Context: an optimization exercise on an open-source flow, tuned for small area. The choices shown serve that exercise and are no tape-out recipe. At most, simulation tests tie the RTL to the original design; equivalence was not proved. No activity file was given, so power comes from the tool's default toggle rates.

==> flow/design.v (excerpt) <==
module imem_loader #(
  parameter int N = 32
) (
  input  logic         clk,
  input  logic         reset,
  input  logic         start,
  input  logic [6:0]   count,
  input  logic         byte_valid,
  input  logic [7:0]   byte_data,
  output logic         byte_ready,
  output logic         busy,
  output logic         done,
  output logic         err,
  input  logic [5:0]   addr,
  output logic [N-1:0] q
);
For scale: roughly 2100 flip-flops, about 0.060 mm² of cells after synthesis.
Settings: LEC_CHECK=0, CAP_MARGIN=0, CORE_MARGIN=2, CORE_UTILIZATION=70, CTS_BUF_LIST=sky130_fd_sc_hd__clkbuf_16, CTS_CLUSTER_DIAMETER=50, CTS_CLUSTER_SIZE=30, SLEW_MARGIN=0, SYNTH_HIERARCHICAL=1; clock period 10.0 ns.
run.sh (not shown) runs the stock make flow with config.mk's settings and CLKGATE_MAP_FILE= SYNTH_SCRIPT=/design/flow/synth_recipe.tcl, a recipe that flattens the netlist after the stock synthesis.
The first run passed the timing, DRC and antenna checks.
Rerun with:
==> flow/flow/run.sh (new file) <==
#!/bin/bash
# Own layout flow: the standard ORFS flow (standard.sh), with
#  - clock tree synthesis without dummy loads, clkbuf_8 leaf clusters
#  - port buffers of the smallest buffer cell
# make's output goes to flow.log; ORFS keeps each step's log under orfs/logs.
set -euo pipefail
export CTS_ARGS="-sink_clustering_enable -repair_clock_nets -dont_use_dummy_load -buf_list sky130_fd_sc_hd__clkbuf_8 -sink_clustering_size 14 -sink_clustering_max_diameter 50"
export BUFFER_PORTS_ARGS="-buffer_cell sky130_fd_sc_hd__buf_1"
bash standard.sh > flow.log 2>&1
==> flow/standard.sh (new file) <==
#!/bin/bash
# synth_recipe.tcl (not shown) runs the flow's synth.tcl, then flattens the netlist and writes it again
# the make line also repeats each setting of config.mk as NAME=value (left out here)
make -C /OpenROAD-flow-scripts/flow DESIGN_CONFIG=/design/flow/config.mk WORK_HOME=/design/flow/orfs CLKGATE_MAP_FILE= SYNTH_SCRIPT=/design/flow/synth_recipe.tcl "${@:-finish}"
- CORE_UTILIZATION: 70 -> 50
- CTS_BUF_LIST: sky130_fd_sc_hd__clkbuf_16 -> not set
- CTS_CLUSTER_DIAMETER: 50 -> not set
- CTS_CLUSTER_SIZE: 30 -> not set
removed: flow/run.sh
The changed run produced a clean layout.
Cell area decreases by 3.1%.
First-iteration DRC count went down by 24%.
Cell count came out higher by 7.2%.
Utilization is lower by 25 points.
Area after synthesis stays the same.
Clock power went down by 32%.
Power came out lower by 13%.
Sequential power is about the same.
Global-route usage came out lower by 9.6 points.

---

imem_loader, a different RTL version from the one above (not shown whole).
Size in the first run: about 2,200 flip-flops.
export LEC_CHECK = 0
export CAP_MARGIN = 0
export CORE_MARGIN = 2
export CORE_UTILIZATION = 50
export PLACE_DENSITY = 0.95
export SLEW_MARGIN = 0
export SYNTH_HIERARCHICAL = 1
create_clock -name core_clock -period 10.0 [get_ports {clk}]
standard.sh (not shown) runs the stock make flow with config.mk's settings and CLKGATE_MAP_FILE= SYNTH_SCRIPT=/design/flow/synth_recipe.tcl, a recipe that flattens the netlist after the stock synthesis.
==> flow/flow/run.sh <==
#!/bin/bash
# Own layout flow: the standard ORFS flow (standard.sh), with
#  - clock tree synthesis without dummy loads, clkbuf_8 leaf clusters
#  - port buffers of the smallest buffer cell
# make's output goes to flow.log; ORFS keeps each step's log under orfs/logs.
set -euo pipefail
export CTS_ARGS="-sink_clustering_enable -repair_clock_nets -dont_use_dummy_load -buf_list sky130_fd_sc_hd__clkbuf_8 -sink_clustering_size 18 -sink_clustering_max_diameter 50"
export BUFFER_PORTS_ARGS="-buffer_cell sky130_fd_sc_hd__buf_1"
bash standard.sh > flow.log 2>&1
The first run finished with timing, DRC and antenna clean.
Rerun with:
--- a/flow/flow/run.sh
+++ b/flow/flow/run.sh
@@ -3,7 +3,10 @@
 #  - clock tree synthesis without dummy loads, clkbuf_8 leaf clusters
 #  - port buffers of the smallest buffer cell
+#  - power recovery (downsizing of gates off the critical paths) after
+#    global routing
 # make's output goes to flow.log; ORFS keeps each step's log under orfs/logs.
 set -euo pipefail
 export CTS_ARGS="-sink_clustering_enable -repair_clock_nets -dont_use_dummy_load -buf_list sky130_fd_sc_hd__clkbuf_8 -sink_clustering_size 18 -sink_clustering_max_diameter 50"
 export BUFFER_PORTS_ARGS="-buffer_cell sky130_fd_sc_hd__buf_1"
+export RECOVER_POWER=100
 bash standard.sh > flow.log 2>&1
- PLACE_DENSITY: 0.95 -> 0.9
- With this change the flow finished but fails on capacitance limit, slew limit
- area after synthesis stays the same
- routed wire length fell by roughly a tenth
- setup slack improves by 0.094 ns
- clock power fell slightly
- power fell slightly
- die area is unchanged
- core utilization fell by 0.19 points
- final area fell slightly
- hold slack degrades by 0.0052 ns
- sequential share of layout area rose by 0.24 points

---

Setup of v6:
Another version of the RTL of imem_loader (not shown whole).
Size in the first run: about 4100 cells after synthesis, about 2100 flip-flops, ~60000 um2 of cells after synthesis.
Settings: LEC_CHECK=0, CAP_MARGIN=20, CORE_MARGIN=2, CORE_UTILIZATION=50, CTS_BUF_LIST=sky130_fd_sc_hd__clkbuf_8, CTS_CLUSTER_DIAMETER=50, CTS_CLUSTER_SIZE=14, SLEW_MARGIN=20, SYNTH_HIERARCHICAL=1; clock period 10.0 ns.
run.sh (not shown) runs the stock make flow with config.mk's settings and CLKGATE_MAP_FILE= SYNTH_SCRIPT=/design/flow/synth_recipe.tcl, a recipe that flattens the netlist after the stock synthesis.
Stock flow here: none of the scripts above is used.
Relative to v6, the following input files were edited for v48:
Settings: CTS_BUF_LIST changed from sky130_fd_sc_hd__clkbuf_8 to sky130_fd_sc_hd__clkbuf_16; CTS_CLUSTER_SIZE changed from 14 to 24; CTS_CLUSTER_DIAMETER changed from 50 to 60.
[summary]
Diff v48..v6 | global-route wire length before repair | negligible
Count of mapped cells out of synthesis: v6 vs v48, no meaningful difference
| routing usage on met2 | v48 vs v6 | 0.38 points higher |
Summary of v48 over v6: routed length on met2 now larger; final clock period utilization by the worst path comparable.
What v57 does differently from v48 at the input level:
Settings: swapping 24 for 20 in CTS_CLUSTER_SIZE; clearing CTS_CLUSTER_DIAMETER, which used to be 60; swapping sky130_fd_sc_hd__clkbuf_16 for sky130_fd_sc_hd__clkbuf_2 sky130_fd_sc_hd__clkbuf_4 sky130_fd_sc_hd__clkbuf_8 in CTS_BUF_LIST.
## What came out
Diff v57..v48 | count of cell instances traversed by the critical path | unchanged
Comparing v57 with v48, the share of final layout cell area taken by non-clock buffers came out essentially unchanged.
v57 has completed all stages; timing, DRC and antenna checks passed.
From v48 to v57 the numbers moved as follows: length of the first detailed-routing pass in iterations climbed 2; fraction of power consumed by combinational cells has remained practically unchanged; minimum setup slack in the final design down 0.043 ns; final worst hold slack now smaller; fraction of area in multi-input gates decreased by 0.87 points relative to the old numbers.
Looking only at routed wire length, and setting everything else aside, the higher value of v57 and v48 goes to v57.
Modified inputs, v30 compared to v57
Settings: changing CTS_BUF_LIST from sky130_fd_sc_hd__clkbuf_2 sky130_fd_sc_hd__clkbuf_4 sky130_fd_sc_hd__clkbuf_8 to sky130_fd_sc_hd__clkbuf_4; removing CTS_CLUSTER_SIZE (formerly 20).
==> run summary <==
v30 reached the end of the flow, and the finished layout is clean on the timing, DRC and antenna checks.
The sequential share of layout area reported for v30 is greater than that of v57 by 0.40 points.
Worst ir drop on vdd, v57 and v30: lower on v30
Diff v57 -> v30: total power per unit cell area went down; number of buffers created by CTS grew by 61%; CTS H-tree depth +1.
Across both runs, part of the power in the clock network was lower for v30 than for v57.
Final area: v30 vs v57 down 0.65%
Compared with v57, v30 degrades setup slack after layout.
Function was not checked in any run of this note: the RTL went through the layout flow alone.

what the ideal ports hide:
In the flow no input, the clock included, has a driving cell. The finished layouts below were timed again as built, in two steps. Step 1, drivers: a clkbuf_16 drives clk and a buf_2 each remaining input, both assumed. Step 2 times the ports against the registers' clock, not the clock port: input delays grow and output delays shrink by t, the midpoint of the rising clock arrivals with the driver on. Three values: ideal ports, drivers, drivers and shift; two values: the first two.
run | shift t [ns] | setup WS [ns] | worst setup path at the end | slew at the worst register clock pin (ns)
the first run of note 1 | 0.821 | 1.429 / 1.354 / 1.354 | input to output | 0.10 / 0.10
the second run of note 1 | 0.938 | 1.830 / 1.797 / 1.797 | input to output | 0.09 / 0.09
the first run of note 2 | 0.908 | 0.709 / 0.636 / 0.814 | input to output | 0.12 / 0.12
the second run of note 2 | 0.912 | 0.803 / 0.775 / 0.775 | input to output | 0.11 / 0.11
v6 | 0.956 | 1.008 / 0.986 / 0.986 | input to output | 0.09 / 0.09
v48 | 0.818 | 1.020 / 0.998 / 0.998 | input to output | 0.09 / 0.09
v57 | 1.033 | 0.977 / 0.955 / 0.955 | input to output | 0.07 / 0.07
v30 | 1.280 | 0.967 / 0.945 / 0.945 | input to output | 0.08 / 0.08
The setup slack of the first run of note 1, which loses most, moves by -0.075 ns with the drivers and by -0.075 ns with both steps.
